Context: an optimization exercise on an open-source flow, tuned for small area and few clock cycles. The choices shown serve that exercise and are no tape-out recipe.
Function was checked by simulation only, so behaviour that the tests miss may differ from the original.
Power and IR drop assume default switching activity.

==> flow/design.v <==
module cache_2way #(
  parameter int SET_W = 2,
  parameter int CNT_W = 16
) (
  input  logic             clk,
  input  logic             proc_reset,
  input  logic             proc_read,
  input  logic             proc_write,
  input  logic [29:0]      proc_addr,
  input  logic [31:0]      proc_wdata,
  output logic             proc_stall,
  output logic [31:0]      proc_rdata,
  output logic             mem_read,
  output logic             mem_write,
  output logic [27:0]      mem_addr,
  output logic [127:0]     mem_wdata,
  input  logic [127:0]     mem_rdata,
  input  logic             mem_ready,
  output logic [CNT_W-1:0] hit_cnt,
  output logic [CNT_W-1:0] miss_cnt
);
  localparam int TAG_W = 28 - SET_W;
  localparam int SETS  = 1 << SET_W;
  logic [SETS-1:0]  valid_q [2];
  logic [SETS-1:0]  dirty_q [2];
  logic [TAG_W-1:0] tag_q   [2][SETS];
  logic [127:0]     data_q  [2][SETS];
  logic [SETS-1:0]  lru_q;
  logic             missed_q;    
  logic [SET_W-1:0] set_idx;
  logic [SETS-1:0]  set_oh;
  logic [TAG_W-1:0] tag_in;
  logic [1:0]       word;
  logic [3:0]       word_oh;
  logic             req;
  logic [TAG_W-1:0] tag0, tag1, victim_tag;
  logic             hit0, hit1, hit, hit_way;
  logic             victim, victim_dirty, miss, fill, done;
  logic             sel_way;
  logic [2*SETS-1:0] line_oh;
  logic [127:0]     sel_line;
  logic [7:0]       rd_oh;
  assign set_idx = proc_addr[SET_W+1:2];
  assign tag_in  = proc_addr[29:SET_W+2];
  assign word    = proc_addr[1:0];
  assign req     = proc_read | proc_write;
  always_comb begin
    for (int s = 0; s < SETS; s++) set_oh[s] = (set_idx == s[SET_W-1:0]);
    for (int k = 0; k < 4; k++)    word_oh[k] = (word == k[1:0]);
  end
  logic [SETS*TAG_W-1:0] tags0, tags1;
  always_comb
    for (int s = 0; s < SETS; s++) begin
      tags0[s*TAG_W +: TAG_W] = tag_q[0][s];
      tags1[s*TAG_W +: TAG_W] = tag_q[1][s];
    end
  ao_sel #(.N(SETS), .W(TAG_W)) u_tag0 (.d(tags0), .sel(set_oh), .q(tag0));
  ao_sel #(.N(SETS), .W(TAG_W)) u_tag1 (.d(tags1), .sel(set_oh), .q(tag1));
  assign hit0    = valid_q[0][set_idx] && (tag0 == tag_in);
  assign hit1    = valid_q[1][set_idx] && (tag1 == tag_in);
  assign hit     = req && (hit0 || hit1);
  assign hit_way = ~hit0;
  always_comb begin
    victim = lru_q[set_idx];
    if (!valid_q[0][set_idx])
      victim = 1'b0;
    else if (!valid_q[1][set_idx])
      victim = 1'b1;
  end
  assign victim_dirty = dirty_q[victim][set_idx];
  assign victim_tag   = victim ? tag1 : tag0;
  assign miss         = req && !hit;
  assign mem_write = miss && victim_dirty;
  assign mem_read  = miss && !victim_dirty;
  assign mem_addr  = victim_dirty ? {victim_tag, set_idx} : proc_addr[29:2];
  assign fill       = mem_read && mem_ready;
  assign done       = hit || fill;
  assign proc_stall = req && !done;
  assign sel_way = hit ? hit_way : victim;
  always_comb
    for (int w = 0; w < 2; w++)
      for (int s = 0; s < SETS; s++)
        line_oh[w*SETS+s] = set_oh[s] && (sel_way == w[0]);
  logic [2*SETS*128-1:0] lines;
  always_comb
    for (int w = 0; w < 2; w++)
      for (int s = 0; s < SETS; s++)
        lines[(w*SETS+s)*128 +: 128] = data_q[w][s];
  ao_sel #(.N(2*SETS), .W(128)) u_line (.d(lines), .sel(line_oh), .q(sel_line));
  assign mem_wdata = sel_line;
  always_comb
    for (int k = 0; k < 4; k++) begin
      rd_oh[k]     = hit && word_oh[k];
      rd_oh[4 + k] = !hit && word_oh[k];
    end
  ao_sel #(.N(8), .W(32)) u_rdata (.d({mem_rdata, sel_line}), .sel(rd_oh), .q(proc_rdata));
  logic [3:0]   wsel;    
  logic [127:0] wdat;
  always_comb
    for (int k = 0; k < 4; k++)
      wsel[k] = proc_write && word_oh[k];
  for (genvar k = 0; k < 4; k++) begin : g_wd
    ao_sel2 #(.W(32)) u_wd (.a(proc_wdata), .b(mem_rdata[k*32 +: 32]), .sa(wsel[k]), .sb(!wsel[k]),
                            .q(wdat[k*32 +: 32]));
  end
  logic [127:0]     data_d [2][SETS];
  logic [TAG_W-1:0] tag_d  [2][SETS];
  logic             tag_en [2][SETS];
  logic [3:0]       data_en [2][SETS];
  always_comb
    for (int w = 0; w < 2; w++)
      for (int s = 0; s < SETS; s++) begin
        tag_en[w][s] = fill && victim == w[0] && set_oh[s];
        for (int k = 0; k < 4; k++)
          data_en[w][s][k] = set_oh[s] &&
                             ((fill && victim == w[0]) || (hit && wsel[k] && hit_way == w[0]));
      end
  for (genvar w = 0; w < 2; w++) begin : g_way
    for (genvar s = 0; s < SETS; s++) begin : g_set
      ao_sel2 #(.W(TAG_W)) u_tag (.a(tag_in), .b(tag_q[w][s]), .sa(tag_en[w][s]),
                                  .sb(!tag_en[w][s]), .q(tag_d[w][s]));
      for (genvar k = 0; k < 4; k++) begin : g_word
        ao_sel2 #(.W(32)) u_data (.a(wdat[k*32 +: 32]), .b(data_q[w][s][k*32 +: 32]),
                                  .sa(data_en[w][s][k]), .sb(!data_en[w][s][k]),
                                  .q(data_d[w][s][k*32 +: 32]));
      end
    end
  end
  always_ff @(posedge clk)
    for (int w = 0; w < 2; w++)
      for (int s = 0; s < SETS; s++) begin
        tag_q[w][s]  <= tag_d[w][s];
        data_q[w][s] <= data_d[w][s];
      end
  always_ff @(posedge clk or posedge proc_reset) begin
    if (proc_reset) begin
      valid_q[0] <= '0;
      valid_q[1] <= '0;
      dirty_q[0] <= '0;
      dirty_q[1] <= '0;
      lru_q      <= '0;
      missed_q   <= 1'b0;
      hit_cnt    <= '0;
      miss_cnt   <= '0;
    end else begin
      if (done) begin
        missed_q <= 1'b0;
        if (hit_cnt != '1)
          hit_cnt <= hit_cnt + 1'b1;
      end else if (miss && !missed_q) begin
        missed_q <= 1'b1;
        if (miss_cnt != '1)
          miss_cnt <= miss_cnt + 1'b1;
      end
      if (hit) begin
        lru_q[set_idx] <= ~hit_way;
        if (proc_write)
          dirty_q[hit_way][set_idx] <= 1'b1;
      end
      if (mem_write && mem_ready)
        dirty_q[victim][set_idx] <= 1'b0;
      if (fill) begin
        valid_q[victim][set_idx] <= 1'b1;
        dirty_q[victim][set_idx] <= proc_write;
        lru_q[set_idx]           <= ~victim;
      end
    end
  end
endmodule
module ao_sel #(
  parameter int N = 2,
  parameter int W = 1
) (
  input  logic [N*W-1:0] d,
  input  logic [N-1:0]   sel,
  output logic [W-1:0]   q
);
  always_comb begin
    q = '0;
    for (int i = 0; i < N; i++)
      q = q | (d[i*W +: W] & {W{sel[i]}});
  end
endmodule
module ao_sel2 #(
  parameter int W = 1
) (
  input  logic [W-1:0] a,
  input  logic [W-1:0] b,
  input  logic         sa,
  input  logic         sb,
  output logic [W-1:0] q
);
  assign q = (a & {W{sa}}) | (b & {W{sb}});
endmodule
==> flow/flow/run.sh <==
#!/bin/bash
# The standard layout, with plain buf_1 cells as the port buffers instead of the
# delay buffers buffer_ports picks by default, and with power recovery (downsizing
# of gates off the critical paths) after global routing.
set -euo pipefail
export BUFFER_PORTS_ARGS="-buffer_cell sky130_fd_sc_hd__buf_1"
export RECOVER_POWER=100
bash standard.sh finish > standard.log 2>&1
==> flow/standard.sh <==
#!/bin/bash
# synth_recipe.tcl (not shown) runs the flow's synth.tcl, then flattens the netlist and writes it again
# the make line also repeats each setting of config.mk as NAME=value (left out here)
make -C /OpenROAD-flow-scripts/flow DESIGN_CONFIG=/design/flow/config.mk WORK_HOME=/design/flow/orfs CLKGATE_MAP_FILE= SYNTH_SCRIPT=/design/flow/synth_recipe.tcl "${@:-finish}"
==> flow/config.mk <==
export PLATFORM = sky130hd
export DESIGN_NAME = cache_2way
export DESIGN_NICKNAME = cache_2way
export VERILOG_FILES = /design/flow/design.v
export SDC_FILE = /design/flow/constraint.sdc
export NUM_CORES = 8
export LEC_CHECK = 0
export CAP_MARGIN = 5
export CORE_MARGIN = 2
export CORE_UTILIZATION = 65
export CTS_BUF_LIST = sky130_fd_sc_hd__clkbuf_16
export CTS_CLUSTER_DIAMETER = 100
export CTS_CLUSTER_SIZE = 24
export SLEW_MARGIN = 5
export SYNTH_HIERARCHICAL = 1
==> flow/constraint.sdc <==
create_clock -name core_clock -period 12.0 [get_ports {clk}]
set_input_delay 2.4000 -clock core_clock [delete_from_list [all_inputs] [get_ports {clk}]]
set_output_delay 2.4000 -clock core_clock [all_outputs]
set_load 0.01 [all_outputs]
==> flow_summary.ini, run 1 <==
[logic_synthesis]
synth_area_per_cell_um2 = 11.55
yosysWarnings = 24
synth_ff_type = dfxtp_1
netlist_top_cells_count = a22o_1 (1241), dfxtp_1 (1232), a22oi_1 (744)
synth_top_area_share_pct = 46.94
syn_nets = 4748
syn_inst = 4547
yosysMostFrequentCell = a22o_1
netlist_area_mm2 = 0.05254
yosysTopAreaCell = dfxtp_1
ys_seq_area_share_pct = 49.47
synth_area_leaders = dfxtp_1 (47%), a22o_1 (21%), a22oi_1 (11%), buf_6 (8.0%), dfrtp_1 (2.5%)
async_flop_share_pct = 4.125
yosys_register_bits = 1285
synth.distinct_cells = 48
synth_edf_count = 0

[status]
so.violations = max-capacitance violations, max-slew violations
status = finished with violations

[floorplanning]
die_area_mm2 = 0.08312
die_w_um = 288.3
core_mm2 = 0.08029
top_level_ports = 418
die_h_um = 288.3
initial_core_util_pct = 65.44
core.rowCount = 104

[power]
clkPwrFrac_pct = 14.9
power.switching_uw = 5713
seqPwrFrac_pct = 49.1
power_density_mw_per_mm2 = 284.6
vdd_drop_max_mv = 0.1819
p_int_uw = 9451
power_frac_comb_pct = 36.0
leakage_uw = 0.02226
swShare_pct = 37.67

[clock_tree]
ctsHoldBuffers = 0
cts_buffers = 59
cts_buffer_depth = 3
clkSinkCount = 1285
cts_tree = built
root_buffer = clkbuf_16
cts_setup_buffers = 0
post_cts_resized = 0
worst_skew_pair.late_latency_ns = 0.69
clk_pin_slew_worst_paths_ns = 0.09
htree_levels = 2

[layout]
nNetsFinal = 4891
seq_area_mm2 = 0.02599
multi_input_area_mm2 = 0.02178
area_growth_pct = 1.415
fill_cells = 6398
fin_area_mm2 = 0.05328
drive_gt1_share_pct = 6.594

[setup_path]
critPathCaptureType = output pin
worstSetupStartpointType = input pin
arrival_ns = 9.11
worstSetupPathType = input pin to output pin
crit_required_ns = 9.60
critPathMaxFanout = 35

[global_routing]
grt_usage_pct = 45.29
antenna_found_initial = 14
grt_max_degree = 72
grt_pass1_vias = 41450
gr-total-overflow = 0
grt_pass1_wl_mm = 283.6

[timing]
finClkSkew_ns = 0.02610
tightest_slew_ns = 3.393
hold_ws_ns = 0.4790
slew_viol_final = 1252
slew_headroom_pct = -126.3
fmax_mhz = 86.88
fin_crit_ns = 11.51
final_hold_viol_count = 0
setup_tns_ns = 0
setup_viol = 0
rsz0062_at_grt = no
finalCritPeriodShare_pct = 95.92

[drt]
drc_errors = 0
firstDrtPassIters = 9
wl_mm = 197.3
vias_per_cell = 7.709
drtIter0Drc = 6824
wl_per_cell_um = 34.20
vias = 44480
drt.antenna.violating_nets = 0

[place]
portBuffers = 417
hpwl_mm = 123.7
routabilityCongestion = 0.9959
placed_area_mm2 = 0.05189

[flow_run]
maxCapViolCount = 43

[min_path]
hold_path.class = flip-flop to flip-flop
[area by class of cell]
cell class	instances	area share, %
well taps	1060	2.489
clock buffers	61	2.865
repair buffers	539	4.685
flip-flops and latches	1285	48.78
inverters	26	0.1832
clock inverters	11	0.08688
diodes	9	0.04227
multi-input cells	2779	40.87
[layout by cell type (no fill, tap or decap), types with 7 or more instances in the layout]
cell	netlist	layout
a21o_1	8	8
and2_0	0	28
buf_1	3	397
diode_2	0	9
nand3_1	14	13
clkbuf_1	26	52
buf_12	0	11
nor4_1	13	14
a22o_1	1241	1241
xor2_1	65	65
clkbuf_16	0	61
nand2_1	173	170
buf_4	11	78
and2_1	45	7
a22oi_1	744	744
dfrtp_1	53	53
o21ai_0	8	9
a22o_2	120	120
dfxtp_1	1232	1232
xnor2_1	17	17
a31oi_1	29	29
nand4_1	174	174
inv_1	25	32
nand2b_1	9	9
nor2_1	44	41
nor3_1	11	9
[worst max-delay path, cell delays in order]
cell and delay, ns:
clkbuf_1 0.34, inv_1 0.25, ha_2 0.82, clkbuf_1 0.58, a22oi_1 0.21, nand2_1 0.16
xor2_1 0.09, nor4_1 0.56, nand2_1 0.11, nor3_1 0.20, buf_4 0.21, o21ai_1 0.26
mux2_1 0.47, nor2_4 0.15, buf_4 0.49, clkbuf_2 0.80, a22oi_1 0.21, nand4_1 0.17
a22oi_1 0.17, nand4_1 0.27, buf_1 0.17
[state kept, by name (all words and copies together), names as in the netlist]
name,cells
dirty_q,8
data_q,1024
tag_q,208
hit_cnt,16
lru_q,4
valid_q,8
missed_q,1
miss_cnt,16
[per-stage QoR]
stage / worst slack [ns] / cells / utilization, % / total power [µW]
global placement: 1.177 / 5689 / 64.63 / 12610
global route: 0.3302 / 5768 / 66.36 / 15740
finish: 0.4894 / 5770 / 66.36 / 15160
CTS: 1.007 / 5761 / 66.59 / 14950
detailed placement: 1.039 / 5689 / 64.63 / 12710
floorplan: 3.343 / 4547 / - / 10900
[path summary, 6_finish.rpt]
| kind | cells past startpoint | slack, ns | endpoint | startpoint |
|---|---|---|---|---|
| worst max-delay path | 21 | 0.49 | proc_rdata[17] | proc_addr[2] |
| worst min-delay path | 1 | 0.48 | data_q[6][35] | data_q[6][35] |
| worst max register to register | 8 | 4.96 | data_q[4][127] | lru_q[2] |
| worst min register to register | 1 | 0.48 | data_q[6][35] | data_q[6][35] |
| max in group asynchronous | 3 | 7.36 | dirty_q[0][0] | proc_reset |
| min in group asynchronous | 3 | 2.86 | miss_cnt[2] | proc_reset |
[layer usage]
| metal | global-route usage (%) | wire [µm] | up-vias |
|---|---|---|---|
| met5 | 1.023 | 291 | - |
| met4 | 23.37 | 11480 | 12 |
| met3 | 12.73 | 26140 | 683 |
| met2 | 66.68 | 84280 | 3494 |
| met1 | 60.68 | 75140 | 21920 |
| li1 | - | - | 18370 |
[power groups by stage]
stage / Clock (µW) / Sequential, µW / Combinational (µW)
final: 2270 / 7440 / 5460
after global routing: 2400 / 7630 / 5710
after CTS: 2260 / 7380 / 5300
after detailed placement: 0 / 7430 / 5280
after global placement: 0 / 7440 / 5160
after floorplan: 0 / 7180 / 3730
[kinds of logic after synthesis]
group,count (synthesis),synth area share (%)
compound gates,2176,34.60
flops,1285,49.47
simple gates,506,5.037
buf+inv,483,9.138
xor+xnor,82,1.367
mux,9,0.2500
fa+ha+maj,6,0.1429
Testbench counts, summed over its fixed seeds: cycles 72,443.
==> inputs of run 2 (changes only) <==
--- a/flow/design.v
+++ b/flow/design.v
@@ -41,3 +41,2 @@
   logic [127:0]     sel_line;
-  logic [7:0]       rd_oh;
   assign set_idx = proc_addr[SET_W+1:2];
@@ -78,3 +77,5 @@
   assign proc_stall = req && !done;
+  logic fwd;
   assign sel_way = hit ? hit_way : victim;
+  assign fwd     = !hit && !victim_dirty;
   always_comb
@@ -82,5 +83,5 @@
       for (int s = 0; s < SETS; s++)
-        line_oh[w*SETS+s] = set_oh[s] && (sel_way == w[0]);
-  logic [2*SETS*128-1:0] lines;
-  always_comb
+        line_oh[w*SETS+s] = set_oh[s] && (sel_way == w[0]) && !fwd;
+  logic [(2*SETS+1)*128-1:0] lines;
+  always_comb begin
     for (int w = 0; w < 2; w++)
@@ -88,10 +89,13 @@
         lines[(w*SETS+s)*128 +: 128] = data_q[w][s];
-  ao_sel #(.N(2*SETS), .W(128)) u_line (.d(lines), .sel(line_oh), .q(sel_line));
+    lines[2*SETS*128 +: 128] = mem_rdata;
+  end
+  logic [8:0]   lsel;
+  logic [127:0] ln_a, ln_b, ln_c;
+  assign lsel = {fwd, line_oh};
+  aoi_sel #(.N(3), .W(128)) u_line_a (.d(lines[0*128 +: 3*128]), .sel(lsel[2:0]), .q(ln_a));
+  aoi_sel #(.N(3), .W(128)) u_line_b (.d(lines[3*128 +: 3*128]), .sel(lsel[5:3]), .q(ln_b));
+  aoi_sel #(.N(3), .W(128)) u_line_c (.d(lines[6*128 +: 3*128]), .sel(lsel[8:6]), .q(ln_c));
+  nand3_v #(.W(128)) u_line (.a(ln_a), .b(ln_b), .c(ln_c), .q(sel_line));
   assign mem_wdata = sel_line;
-  always_comb
-    for (int k = 0; k < 4; k++) begin
-      rd_oh[k]     = hit && word_oh[k];
-      rd_oh[4 + k] = !hit && word_oh[k];
-    end
-  ao_sel #(.N(8), .W(32)) u_rdata (.d({mem_rdata, sel_line}), .sel(rd_oh), .q(proc_rdata));
+  ao_sel #(.N(4), .W(32)) u_rdata (.d(sel_line), .sel(word_oh), .q(proc_rdata));
   logic [3:0]   wsel;    
@@ -183,2 +187,28 @@
 endmodule
+module aoi_sel #(
+  parameter int N = 2,
+  parameter int W = 1
+) (
+  input  logic [N*W-1:0] d,
+  input  logic [N-1:0]   sel,
+  output logic [W-1:0]   q
+);
+  logic [W-1:0] o;
+  always_comb begin
+    o = '0;
+    for (int i = 0; i < N; i++)
+      o = o | (d[i*W +: W] & {W{sel[i]}});
+  end
+  assign q = ~o;
+endmodule
+module nand3_v #(
+  parameter int W = 1
+) (
+  input  logic [W-1:0] a,
+  input  logic [W-1:0] b,
+  input  logic [W-1:0] c,
+  output logic [W-1:0] q
+);
+  assign q = ~(a & b & c);
+endmodule
 module ao_sel2 #(
==> flow/flow/run.sh (replaced) <==
#!/bin/bash
# The standard layout, with plain buf_1 cells as the port buffers instead of the
# delay buffers buffer_ports picks by default.
set -euo pipefail
export BUFFER_PORTS_ARGS="-buffer_cell sky130_fd_sc_hd__buf_1"
bash standard.sh finish > standard.log 2>&1
==> run 2 against run 1 <==
Now clean on timing, DRC and antenna. Sequential cell count unchanged. Synthesized cell count down 4.4%. Critical endpoint is now proc_rdata[2]. Worst hold slack worse by 0.0020 ns. Critical path type unchanged.
==> flow_summary.ini, run 2 <==
[layout]
nNetsFinal = 4697
final_cell_mix = a22o_1 (1242), dfxtp_1 (1232), buf_1 (417)
fill_cells = 6275
fin_area_mm2 = 0.05283
seq_area_mm2 = 0.02599
multi_input_area_mm2 = 0.02125
top_register = data_q
reg.largest.list = data_q: 1024 flops, tag_q: 208 flops
largest_reg_flops = 1024
final_common_cell = a22o_1
area_growth_pct = 1.875
drive_gt1_share_pct = 8.150
final_util_pct = 66.87

[timing]
final_hold_viol_count = 0
finClkSkew_ns = 0.04303
fmax_mhz = 90.64
setup_viol = 0
slew_viol_final = 0
rsz0062_at_grt = no
tightest_slew_ns = 1.223
slew_headroom_pct = 18.35
hold_ws_ns = 0.4770
finalCritPeriodShare_pct = 91.94
setup_tns_ns = 0
fin_crit_ns = 11.03

[logic_synthesis]
netlist_top_cells_count = a22o_1 (1242), dfxtp_1 (1232), a222oi_1 (384)
synth_area_per_cell_um2 = 11.93
synth_area_leaders = dfxtp_1 (48%), a22o_1 (21%), buf_6 (8.3%), a222oi_1 (7.4%), dfrtp_1 (2.6%)
synth_ff_type = dfxtp_1
synth_edf_count = 0
yosysTopAreaCell = dfxtp_1
synth_compound_area_share_pct = 34.19
netlist_area_mm2 = 0.05186
synth-xor-area-share_pct = 1.385
yosysMostFrequentCell = a22o_1
yosys_register_bits = 1285
yosysWarnings = 24
async_flop_share_pct = 4.125
ys_seq_area_share_pct = 50.12
synth_adder_area_share_pct = 0.1448
synth.distinct_cells = 59
synth_top_area_share_pct = 47.56
syn_inst = 4347
synthMuxAreaShare_pct = 0.2123
syn_nets = 4548
synth_top_family_by_area = compound AO/OA/AOI/OAI gates
yosys.area_share.simple_pct = 4.780

[clock_tree]
ctsHoldBuffers = 0
clk_pin_slew_worst_paths_ns = 0.09
cts_tree = built
cts_setup_buffers = 0
clkSinkCount = 1285
root_buffer = clkbuf_16
post_cts_resized = 0
cts_buffer_depth = 3
htree_levels = 2
cts_buffers = 59
worst_skew_pair.late_latency_ns = 0.72

[setup_path]
critPathBufInv = 5
worstSetupPathType = input pin to output pin
critPathCaptureType = output pin
critPathMaxFanout = 62
cp_cell_sequence = buf_1 -> inv_1 -> ha_4 -> a22oi_1 -> nand2_1 -> xor2_1 -> nor4_1 -> nand4_1 -> nor3_1 -> buf_4 -> nand2_1 -> nand2_1 -> and2_4 -> buf_4 -> a222oi_1 -> nand3_1 -> a22oi_1 -> nand2_1 -> buf_1
crit_family = simple AND/OR/NAND/NOR gates
r2r_slack_ns = 7.42
crit_top_cell = nand2_1
critPathMaxStageDelay_ns = 0.86
crit_required_ns = 9.60
crit_slowest_cell = and2_4
arrival_ns = 8.63
worstSetupStartpointType = input pin

[flow_run]
maxCapViolCount = 0

[global_routing]
grt_max_degree = 129
grt_pass1_vias = 41460
grt_pass1_wl_mm = 284.4
antenna_found_initial = 12
grt_usage_pct = 46.14
gr-total-overflow = 0

[drt]
wl_per_cell_um = 35.66
firstDrtPassIters = 12
drc_errors = 0
drt.antenna.violating_nets = 0
vias_per_cell = 7.922
wl_mm = 198.1
vias = 44020
drtIter0Drc = 8161

[power]
vdd_drop_max_mv = 0.3672
power_frac_comb_pct = 37.3
power.switching_uw = 5918
power_density_mw_per_mm2 = 293.0
seqPwrFrac_pct = 48.0
p_int_uw = 9563
totalPowerFinal_uw = 15480
clkPwrFrac_pct = 14.7
leakage_uw = 0.02267
swShare_pct = 38.23

[place]
routabilityCongestion = 0.9299
portBuffers = 417
placed_area_mm2 = 0.05126
hpwl_mm = 113.6

[floorplanning]
die_h_um = 286.5
die_area_mm2 = 0.08206
core_mm2 = 0.07900
initial_core_util_pct = 65.64
core.rowCount = 103
die_w_um = 286.5
top_level_ports = 418

[min_path]
hold_path.class = flip-flop to flip-flop

[status]
status = finished clean
run 2: cell types whose count changed after synthesis, sizes merged, moves of 11 or more:
cell	previous run	this run
a222oi	0	384
nand4	174	14
nand3	14	145
clkbuf	35	24
buf	422	435
a22oi	744	168
nand2	173	193
run 2: metrics by stage:
step / instances / setup slack [ns]
after global routing: 5557 / 0.8977
after detailed placement: 5485 / 1.303
final: 5557 / 0.9675
after CTS: 5553 / 1.268
after global placement: 5485 / 1.500
after floorplan: 4347 / 3.443
run 2: power groups by stage:
stage | clock network [µW] | logic [µW] | registers [µW]
floorplan | 0 | 3930 | 7160
global placement | 0 | 5430 | 7440
detailed placement | 0 | 5550 | 7410
CTS | 2270 | 5560 | 7370
global route | 2420 | 6030 | 7630
finish | 2270 | 5770 | 7440
run 2: metal layers:
metal,routed length (µm),vias up,global-route usage [%],share of wire (%)
met5,115,-,0,0.058
met4,14490,12,29.63,7.3
met3,31550,768,16.97,16
met2,81030,3941,64.67,41
met1,70960,21310,59.79,36
li1,-,17990,-,-
run 2: layout make-up:
class | count | share of cell area, %
antenna | 4 | 0.01895
clock buffer | 60 | 2.842
clock inverter | 8 | 0.1137
inverter | 23 | 0.1634
multi-input combinational | 2580 | 40.23
sequential | 1285 | 49.19
tap | 1050 | 2.487
timing repair buffer | 547 | 4.952
run 2: cell families after synthesis:
logic type,Yosys count
AND/OR/NAND/NOR,505
adder cells (fa/ha/maj),6
AO/OA/AOI/OAI,1980
flip-flops,1285
XOR/XNOR,82
multiplexers,7
buffers and inverters,482
run 2: path summary, 6_finish.rpt:
kind,endpoint,from,cells past startpoint
hold reg to reg,data_q[5][79],data_q[5][79],1
setup reg to reg,tag_q[3][3],lru_q[3],9
hold / removal,data_q[5][79],data_q[5][79],1
setup / recovery,proc_rdata[2],proc_addr[3],19
min in group asynchronous,miss_cnt[3],proc_reset,3
max in group asynchronous,dirty_q[1][2],proc_reset,3
run 2: worst register-to-register path, delay by kind of cell (launching register included):
| family | cells | cell delay, ns |
|---|---|---|
| AOI/OAI and AO/OA | 3 | 1.35 |
| and+or+nand+nor | 3 | 1.02 |
| muxes | 1 | 0.52 |
| buffers and inverters | 2 | 1.26 |
| DFF | 1 | 0.40 |
Testbench counts of run 2, summed over its fixed seeds: cycles 72,443.
==> inputs of run 3 (changes only) <==
--- a/flow/design.v
+++ b/flow/design.v
@@ -35,3 +35,3 @@
   logic             req;
-  logic [TAG_W-1:0] tag0, tag1, victim_tag;
+  logic [TAG_W-1:0] tag0, tag1;
   logic             hit0, hit1, hit, hit_way;
@@ -69,3 +69,2 @@
   assign victim_dirty = dirty_q[victim][set_idx];
-  assign victim_tag   = victim ? tag1 : tag0;
   assign miss         = req && !hit;
@@ -73,3 +72,6 @@
   assign mem_read  = miss && !victim_dirty;
-  assign mem_addr  = victim_dirty ? {victim_tag, set_idx} : proc_addr[29:2];
+  logic [2:0] at_sel;
+  assign at_sel = {!victim_dirty, victim_dirty && victim, victim_dirty && !victim};
+  ao_sel #(.N(3), .W(TAG_W)) u_atag (.d({tag_in, tag1, tag0}), .sel(at_sel), .q(mem_addr[27:SET_W]));
+  assign mem_addr[SET_W-1:0] = set_idx;
   assign fill       = mem_read && mem_ready;
==> run 3 against run 2 <==
Synthesized area down 0.21%. Die area shrank 0.20%. Via count is 1.2% lower. Still clean.
==> flow_summary.ini, run 3 <==
[global_routing]
grt_pass1_vias = 40020
gr-total-overflow = 0
antenna_found_initial = 19
grt_usage_pct = 45.50
grt_max_degree = 69
grt_pass1_wl_mm = 280.4

[clock_tree]
cts_tree = built
worst_skew_pair.late_latency_ns = 0.69
cts_buffer_depth = 3
clk_pin_slew_worst_paths_ns = 0.09
clkSinkCount = 1285
root_buffer = clkbuf_16
post_cts_resized = 0
cts_setup_buffers = 0
cts_buffers = 59
ctsHoldBuffers = 0
htree_levels = 2

[setup_path]
critPathMaxFanout = 64
rr_worst_depth = 12
crit_slowest_cell = buf_4
crit_top_cell = nand2_1
critPathCaptureType = output pin
worstSetupStartpointType = input pin
critPathMaxStageDelay_ns = 0.85
cp_cell_sequence = buf_1 -> inv_1 -> ha_4 -> a22oi_1 -> nand2_1 -> xor2_1 -> nor4_1 -> nand4_1 -> nor3_1 -> nand2_1 -> a21oi_4 -> buf_4 -> a222oi_1 -> nand3_1 -> a22oi_1 -> nand2_1 -> buf_1
crit_family = simple AND/OR/NAND/NOR gates
critPathBufInv = 4
crit_cells = 17
crit_required_ns = 9.60
worstSetupPathType = input pin to output pin
arrival_ns = 8.91

[layout]
largest_reg_flops = 1024
area_growth_pct = 1.958
drive_gt1_share_pct = 8.186
final_cell_mix = a22o_1 (1240), dfxtp_1 (1232), buf_1 (417)
fill_cells = 6260
top_register = data_q
nNetsFinal = 4653
multi_input_area_mm2 = 0.02108
seq_area_mm2 = 0.02599
reg.largest.list = data_q: 1024 flops, tag_q: 208 flops
final_common_cell = a22o_1

[drt]
top_layer = met5
dr_wl_met3_mm = 30.67
drt.antenna.violating_nets = 0
wl_per_cell_um = 35.55
drc_errors = 0
firstDrtPassIters = 15
met1_length_mm = 71.75
wl_mm = 196.5
vias = 43480
vias_per_cell = 7.865
drtIter0Drc = 8554
wl_met2_mm = 79.21

[power]
power_density_mw_per_mm2 = 274.4
power_frac_comb_pct = 33.4
leakage_uw = 0.02281
p_int_uw = 9232
seqPwrFrac_pct = 50.9
vdd_drop_max_mv = 0.1780
clkPwrFrac_pct = 15.7
totalPowerFinal_uw = 14480
power.switching_uw = 5248
swShare_pct = 36.24

[floorplanning]
die_area_mm2 = 0.08189
die_h_um = 286.2
top_level_ports = 418
core_mm2 = 0.07887
die_w_um = 286.2
core.rowCount = 103
initial_core_util_pct = 65.62

[timing]
setup_tns_ns = 0
slew_headroom_pct = 10.50
fin_crit_ns = 11.31
fmax_mhz = 88.45
final_hold_viol_count = 0
finClkSkew_ns = 0.02723
slew_viol_final = 0
setup_viol = 0
setup_slack_ns = 0.6939
tightest_slew_ns = 1.341
rsz0062_at_grt = no
finalCritPeriodShare_pct = 94.22

[logic_synthesis]
synth_ff_type = dfxtp_1
synth_area_leaders = dfxtp_1 (48%), a22o_1 (21%), buf_6 (8.4%), a222oi_1 (7.9%), dfrtp_1 (2.6%)
async_flop_share_pct = 4.125
yosysWarnings = 25
syn_nets = 4507
synth.distinct_cells = 60
synth_area_per_cell_um2 = 12.02
netlist_area_mm2 = 0.05175
yosysMostFrequentCell = a22o_1
yosysTopAreaCell = dfxtp_1
syn_inst = 4306
synth_edf_count = 0
ys_seq_area_share_pct = 50.22
netlist_top_cells_count = a22o_1 (1240), dfxtp_1 (1232), a222oi_1 (410)
yosys_register_bits = 1285
synth_top_area_share_pct = 47.66

[min_path]
holdPathStages = 1
hold_path.class = flip-flop to flip-flop

[status]
status = finished clean

[place]
dpl_worst_slack_ns = 1.088
hpwl_mm = 116.3
routabilityCongestion = 0.9301
portBuffers = 417

[flow_run]
maxCapViolCount = 0
[run 3: changes by cell type after synthesis, sizes merged, moves of 8 or more]
cell    before  now
nand2      193  144
a31oi       31    0
inv         23   51
a222oi     384  410
and2        42   20
a21oi        1   14
clkbuf      24   13
a21o         9    1
[run 3: cells by family after synthesis]
kind of cell,count (synthesis),share of synthesized area (%)
compound gates,1987,34.38
xor+xnor,82,1.388
fa+ha+maj,6,0.1451
buf+inv,507,9.453
flops,1285,50.22
mux,7,0.2756
simple gates,432,4.139
[run 3: layout make-up]
cell class	instances	area share, %
Antenna cell	19	0.09011
Clock buffer	61	2.893
Clock inverter	7	0.07351
Inverter	52	0.3747
Multi-Input combinational cell	2514	39.94
Sequential cell	1285	49.26
Tap cell	1050	2.490
Timing Repair Buffer	540	4.882
[run 3: power by group through the flow]
stage	registers, µW	logic, µW	clock network (µW)
3_3_place_gp	7380	4530	0
6_report	7370	4840	2270
5_1_grt	7550	5050	2410
3_5_place_dp	7350	4650	0
4_1_cts	7310	4650	2260
2_1_floorplan	7110	3330	0
[run 3: layer usage]
layer,vias to the layer above,track usage (%)
met1,21110,60.64
met4,18,28.99
li1,17910,-
met5,-,0.8721
met3,720,16.21
met2,3726,62.30
[run 3: worst paths after layout]
path                            slack [ns]             end           from
worst max register to register        7.26     tag_q[7][0]    tag_q[0][8]
max in group asynchronous             9.35     miss_cnt[8]     proc_reset
min in group asynchronous             1.98      hit_cnt[2]     proc_reset
worst max-delay path                  0.69  proc_rdata[27]   proc_addr[3]
worst min register to register        0.48   data_q[0][34]  data_q[0][34]
worst min-delay path                  0.48   data_q[0][34]  data_q[0][34]
[run 3: through the flow]
stage / instance area [µm²] / cells / util, % / hold WS [ns]
5_1_grt: 52740 / 5518 / 66.87 / 0.4867
6_report: 52770 / 5528 / 66.90 / 0.4762
2_1_floorplan: 51750 / 4306 / - / 0.4287
3_5_place_dp: 51150 / 5441 / 64.86 / 0.4521
3_3_place_gp: 51150 / 5441 / 64.86 / 0.4494
4_1_cts: 52720 / 5509 / 66.84 / 0.4791
[run 3: worst register-to-register path, delay by kind of cell (launching register included)]
| kind | cells | cell delay (ns) |
|---|---|---|
| and+or+nand+nor | 5 | 1.46 |
| AOI/OAI and AO/OA | 3 | 1.42 |
| buffers and inverters | 3 | 1.28 |
| DFF | 1 | 0.33 |
| xor gates and xnor gates | 1 | 0.17 |
Testbench counts of run 3, summed over its fixed seeds: cycles 72,443.
==> inputs of run 4 (changes only) <==
--- a/flow/config.mk
+++ b/flow/config.mk
@@ -7,5 +7,5 @@
 export LEC_CHECK = 0
-export CAP_MARGIN = 5
+export CAP_MARGIN = 20
 export CORE_MARGIN = 2
-export CORE_UTILIZATION = 65
+export CORE_UTILIZATION = 55
 export CTS_BUF_LIST = sky130_fd_sc_hd__clkbuf_16
@@ -13,3 +13,3 @@
 export CTS_CLUSTER_SIZE = 24
-export SLEW_MARGIN = 5
+export SLEW_MARGIN = 20
 export SYNTH_HIERARCHICAL = 1
==> run 4 against run 3 <==
Still clean on timing, DRC and antenna. Final cell count increased by 3.4%. Design area rose by 0.77%. Synthesized area did not move. Clock power grew 2%. Critical path type unchanged. Critical endpoint is now proc_rdata[28]. Largest cell class unchanged. Largest power group unchanged.
==> flow_summary.ini, run 4 <==
[logic_synthesis]
async_flop_share_pct = 4.125
syn_nets = 4507
yosysMostFrequentCell = a22o_1
synth_ff_type = dfxtp_1
synth_top_area_share_pct = 47.66
yosys_register_bits = 1285
synth.distinct_cells = 60
syn_inst = 4306
netlist_top_cells_count = a22o_1 (1240), dfxtp_1 (1232), a222oi_1 (410)
synth_area_per_cell_um2 = 12.02
yosysWarnings = 25
yosysTopAreaCell = dfxtp_1
ys_seq_area_share_pct = 50.22
synth_area_leaders = dfxtp_1 (48%), a22o_1 (21%), buf_6 (8.4%), a222oi_1 (7.9%), dfrtp_1 (2.6%)
synth_edf_count = 0
netlist_area_mm2 = 0.05175

[setup_path]
crit_cells = 19
crit_top_cell = nand2_1
cp_cell_sequence = buf_1 -> inv_1 -> ha_4 -> a22oi_1 -> nand2_1 -> xor2_1 -> nor4_1 -> nand4_1 -> nor3_1 -> buf_4 -> nand2_1 -> a21oi_4 -> buf_12 -> buf_4 -> a222oi_1 -> nand3_1 -> a22oi_1 -> nand2_1 -> buf_1
critPathBufInv = 6
worstSetupStartpointType = input pin
rr_worst_depth = 12
critPathMaxStageDelay_ns = 0.73
worstSetupPathType = input pin to output pin
arrival_ns = 8.53
crit_required_ns = 9.60
critPathMaxFanout = 93
crit_family = simple AND/OR/NAND/NOR gates
crit_slowest_cell = a21oi_4
critPathCaptureType = output pin

[global_routing]
antenna_found_initial = 17
gr-total-overflow = 0
grt_pass1_vias = 39300
grt_max_degree = 129
grt_pass1_wl_mm = 291.1
grt_usage_pct = 40.17

[clock_tree]
root_buffer = clkbuf_16
post_cts_resized = 0
htree_levels = 2
worst_skew_pair.late_latency_ns = 0.73
ctsHoldBuffers = 0
clk_pin_slew_worst_paths_ns = 0.10
clkSinkCount = 1285
cts_tree = built
cts_buffers = 59
cts_setup_buffers = 0
cts_buffer_depth = 3

[layout]
top_register = data_q
fill_cells = 8122
reg.largest.list = data_q: 1024 flops, tag_q: 208 flops
seq_area_mm2 = 0.02599
fin_area_mm2 = 0.05317
largest_reg_flops = 1024
area_growth_pct = 2.744
final_cell_mix = a22o_1 (1240), dfxtp_1 (1232), buf_1 (417)
drive_gt1_share_pct = 8.172
multi_input_area_mm2 = 0.02115
final_common_cell = a22o_1
nNetsFinal = 4648

[timing]
rsz0062_at_grt = no
finClkSkew_ns = 0.02007
tightest_slew_ns = 1.312
final_hold_viol_count = 0
fmax_mhz = 91.52
setup_tns_ns = 0
fin_crit_ns = 10.93
slew_viol_final = 0
finalCritPeriodShare_pct = 91.05
slew_headroom_pct = 12.50
setup_viol = 0

[flow_run]
maxCapViolCount = 0

[floorplanning]
core_mm2 = 0.09333
core.rowCount = 112
die_area_mm2 = 0.09657
top_level_ports = 418
die_w_um = 310.8
die_h_um = 310.8
initial_core_util_pct = 55.45

[drt]
drt.antenna.violating_nets = 0
drtIter0Drc = 7484
drc_errors = 0
vias_per_cell = 7.491
wl_mm = 204.4
wl_per_cell_um = 35.74
vias = 42830
firstDrtPassIters = 9

[min_path]
hold_path.class = flip-flop to flip-flop
holdPathStages = 1

[place]
placed_area_mm2 = 0.05151
hpwl_mm = 122.7
routabilityCongestion = 0.8788
portBuffers = 417

[power]
leakage_uw = 0.02281
vdd_drop_max_mv = 0.1492
power_density_mw_per_mm2 = 273.1

[status]
status = finished clean
## run 4: changes by cell type in the layout (fill, tap and decap cells not counted), sizes merged
cell / change
inv: -4
clkinv: +4
buf: -5
diode: -9
## run 4: kinds of logic after synthesis
| family | share of synthesized area, % |
|---|---|
| AO/OA/AOI/OAI | 34.38 |
| AND/OR/NAND/NOR | 4.139 |
| flip-flops | 50.22 |
| multiplexers | 0.2756 |
| adder cells (fa/ha/maj) | 0.1451 |
| XOR/XNOR | 1.388 |
| buffers and inverters | 9.453 |
## run 4: path summary, 6_finish.rpt
path,start,end,slack [ns]
setup / recovery,proc_addr[3],proc_rdata[28],1.07
hold / removal,valid_q[0][2],valid_q[0][2],0.47
setup reg to reg,tag_q[2][8],tag_q[5][4],6.85
hold reg to reg,valid_q[0][2],valid_q[0][2],0.47
max in group asynchronous,proc_reset,miss_cnt[9],9.68
min in group asynchronous,proc_reset,hit_cnt[7],1.84
## run 4: area by class of cell
cell class | instances | share of cell area, %
antenna | 10 | 0.04706
timing repair buffer | 535 | 5.040
clock inverter | 7 | 0.06118
multi-input combinational | 2514 | 39.78
inverter | 52 | 0.3718
clock buffer | 61 | 2.871
sequential | 1285 | 48.88
tap | 1254 | 2.951
## run 4: metrics by stage
step | instances | util, % | total power, µW | hold slack, ns | setup WS, ns
finish | 5718 | 56.97 | 14520 | 0.4741 | 1.074
global route | 5712 | 56.96 | 15130 | 0.4891 | 0.8443
CTS | 5704 | 56.86 | 14360 | 0.4782 | 1.297
detailed placement | 5636 | 55.19 | 12070 | 0.4521 | 1.323
global placement | 5634 | 55.14 | 12020 | 0.4464 | 1.361
floorplan | 4306 | - | 10440 | 0.4287 | 3.628
## run 4: report_power, final
part / internal [µW] / switching (µW)
Combinational: 2070 / 2800
Sequential: 6260 / 1080
Clock: 909 / 1400
## run 4: layer usage
layer / track usage [%] / vias up / wire length [µm]
met4: 18.76 / 10 / 10660
met3: 12.88 / 466 / 27870
li1: - / 17870 / -
met2: 57.00 / 3198 / 84640
met1: 55.31 / 21290 / 81140
met5: 0 / - / 69
==> inputs of run 5 (changes only) <==
==> flow/config.mk (replaced) <==
export PLATFORM = sky130hd
export DESIGN_NAME = cache_2way
export DESIGN_NICKNAME = cache_2way
export VERILOG_FILES = /design/flow/design.v
export SDC_FILE = /design/flow/constraint.sdc
export NUM_CORES = 8
export LEC_CHECK = 0
export CAP_MARGIN = 5
export CORE_MARGIN = 2
export CORE_UTILIZATION = 65
export CTS_BUF_LIST = sky130_fd_sc_hd__clkbuf_16
export CTS_CLUSTER_DIAMETER = 120
export CTS_CLUSTER_SIZE = 26
export SLEW_MARGIN = 5
export SYNTH_HIERARCHICAL = 1
==> run 5 against run 4 <==
Clock power shrank 4%. Worst hold slack gained 0.0047 ns. Total power shrank 0.66%. Sequential share of layout area grew 0.49 points. Non-clock buffer count grew 5. Setup slack lost 0.50 ns. Via count grew 1.8%. Global-route usage grew 5.5 points. Critical path depth shrank 2. Critical endpoint is now proc_rdata[5]. Largest cell class unchanged. Largest power group unchanged. Highest routed layer unchanged.
==> flow_summary.ini, run 5 <==
[logic_synthesis]
synth_edf_count = 0
syn_nets = 4507
yosysTopAreaCell = dfxtp_1
synth_top_area_share_pct = 47.66
yosys_register_bits = 1285
yosys.area_share.simple_pct = 4.139
yosysMostFrequentCell = a22o_1
async_flop_share_pct = 4.125
syn_inst = 4306
synth.distinct_cells = 60
synth_area_per_cell_um2 = 12.02
synthMuxAreaShare_pct = 0.2756
synth_ff_type = dfxtp_1
synth_top_family_by_area = compound AO/OA/AOI/OAI gates
synth-xor-area-share_pct = 1.388
netlist_area_mm2 = 0.05175
netlist_top_cells_count = a22o_1 (1240), dfxtp_1 (1232), a222oi_1 (410)
synth_compound_area_share_pct = 34.38
synth_area_leaders = dfxtp_1 (48%), a22o_1 (21%), buf_6 (8.4%), a222oi_1 (7.9%), dfrtp_1 (2.6%)
yosysWarnings = 25
ys_seq_area_share_pct = 50.22
synth_adder_area_share_pct = 0.1451

[setup_path]
critPathMaxFanout = 64
arrival_ns = 9.02
worstSetupPathType = input pin to output pin
r2r_slack_ns = 7.18
critPathCaptureType = output pin
cp_cell_sequence = buf_1 -> inv_1 -> ha_4 -> a22oi_1 -> nand2_1 -> xor2_1 -> nor4_1 -> nand4_1 -> nor3_1 -> nand2_1 -> a21oi_4 -> buf_4 -> a222oi_1 -> nand3_1 -> a22oi_1 -> nand2_1 -> buf_1
worstSetupStartpointType = input pin
crit_top_cell = nand2_1
crit_slowest_cell = buf_4
crit_required_ns = 9.60
critPathMaxStageDelay_ns = 0.89

[layout]
area_growth_pct = 1.731
fill_cells = 6280
drive_gt1_share_pct = 8.107
largest_reg_flops = 1024
reg.largest.list = data_q: 1024 flops, tag_q: 208 flops
final_common_cell = a22o_1
top_register = data_q
nNetsFinal = 4649
final_cell_mix = a22o_1 (1240), dfxtp_1 (1232), buf_1 (417)

[global_routing]
grt_pass1_vias = 40110
grt_pass1_wl_mm = 280.8
antenna_found_initial = 21
grt_max_degree = 69
grt_usage_pct = 45.64
gr-total-overflow = 0

[floorplanning]
die_area_mm2 = 0.08189
top_level_ports = 418
die_h_um = 286.2
die_w_um = 286.2
initial_core_util_pct = 65.62
core_mm2 = 0.07887
core.rowCount = 103

[clock_tree]
cts_buffers = 55
cts_buffer_depth = 3
htree_levels = 2
root_buffer = clkbuf_16
cts_tree = built
worst_skew_pair.late_latency_ns = 0.70
clk_pin_slew_worst_paths_ns = 0.10
cts_setup_buffers = 0
post_cts_resized = 0
ctsHoldBuffers = 0
clkSinkCount = 1285

[place]
hpwl_mm = 116.3
routabilityCongestion = 0.9301
portBuffers = 417

[drt]
firstDrtPassIters = 8
vias_per_cell = 7.903
vias = 43610
wl_per_cell_um = 35.78
drtIter0Drc = 8775
drc_errors = 0
wl_mm = 197.5
drt.antenna.violating_nets = 0

[timing]
finClkSkew_ns = 0.03975
rsz0062_at_grt = no
tightest_slew_ns = 1.370
slew_headroom_pct = 8.668
hold_ws_ns = 0.4787
final_hold_viol_count = 0
setup_tns_ns = 0
fin_crit_ns = 11.42
setup_viol = 0
fmax_mhz = 87.53
finalCritPeriodShare_pct = 95.20
slew_viol_final = 0

[min_path]
hold_path.class = flip-flop to flip-flop

[flow_run]
maxCapViolCount = 0

[status]
status = finished clean

[power]
vdd_drop_max_mv = 0.1943
leakage_uw = 0.02275
power_density_mw_per_mm2 = 274.0
run 5: cell counts after synthesis:
Identical to the previous run, type by type.
run 5: worst max-delay path, delay by kind of cell:
family	cells	cell delay, ns
xor+xnor	1	0.17
compound gates	4	1.63
simple gates	7	2.65
buf+inv	4	1.67
fa+ha+maj	1	0.41
run 5: stage by stage:
step                      std cells  util [%]  instance area, µm²  power (µW)  worst slack [ns]
final                          5518     66.75               52650       14430            0.5754
after global routing           5509     66.72               52630       14950            0.7059
after CTS                      5503     66.70               52610       14160             1.070
after detailed placement       5441     64.86               51150       12000             1.088
after global placement         5441     64.86               51150       11910             1.102
after floorplan                4306         -               51750       10440             3.628
run 5: metal layers:
layer / track usage [%] / share of wire (%) / vias to the layer above
li1: - / - / 17870
met1: 60.25 / 37 / 21310
met2: 62.78 / 41 / 3654
met3: 17.31 / 15 / 745
met4: 28.43 / 7.2 / 32
met5: 0 / 0.11 / -
run 5: path summary, 6_finish.rpt:
check                               start             end  cells after the start
setup / recovery             proc_addr[3]   proc_rdata[5]                     17
hold / removal             data_q[3][104]  data_q[3][104]                      1
setup reg to reg              tag_q[0][8]     tag_q[7][0]                     12
hold reg to reg            data_q[3][104]  data_q[3][104]                      1
max in group asynchronous      proc_reset     hit_cnt[13]                      2
min in group asynchronous      proc_reset      hit_cnt[0]                      2
run 5: cell type report:
class                   count  area, µm²  area share, %
multi-input cells        2514      21080          40.03
flip-flops and latches   1285      25990          49.37
inverters                  52      197.7         0.3755
clock buffers              57       1426          2.709
well taps                1050       1314          2.495
diodes                     15      37.54        0.07130
repair buffers            540       2576          4.893
clock inverters             5      31.28        0.05941
run 5: cells by family after synthesis:
kind of cell | count (synthesis)
compound gates | 1987
xor+xnor | 82
fa+ha+maj | 6
buf+inv | 507
flops | 1285
mux | 7
simple gates | 432
run 5: power by group:
group	switching (µW)	internal, µW	total, µW
Clock	1360	854	2210
Combinational	2790	2060	4840
Sequential	1110	6260	7370

what the ideal ports hide:
Ports are ideal in the flow. The routed layouts listed here were re-timed in OpenROAD. Step 1 assumes that a clkbuf_16 drives the clock port and a buf_2 every other input. Step 2 times the ports against the registers' clock, not the clock port: input delays grow and output delays shrink by t, the midpoint of the rising clock arrivals with the driver on. Three values: no drivers, after step 1, after step 2; two values: the first two.
| run | t, ns | slack for setup (ns) | hold slack, ns | worst setup path at the end | pins driven straight from the clock port |
|---|---|---|---|---|---|
| run 1 | 0.742 | 0.489 / 0.469 / 0.469 | 0.479 / 0.479 / 0.479 | input to output | 1 |
| run 2 | 0.766 | 0.968 / 0.944 / 0.944 | 0.477 / 0.477 / 0.477 | input to output | 1 |
| run 3 | 0.750 | 0.694 / 0.668 / 0.668 | 0.476 / 0.476 / 0.476 | input to output | 1 |
| run 4 | 0.794 | 1.074 / 1.047 / 1.047 | 0.474 / 0.474 / 0.474 | input to output | 1 |
| run 5 | 0.755 | 0.575 / 0.550 / 0.550 | 0.479 / 0.479 / 0.479 | input to output | 1 |
For run 4, which loses most, drivers alone change the setup slack by -0.027 ns; drivers and shift together by -0.027 ns.
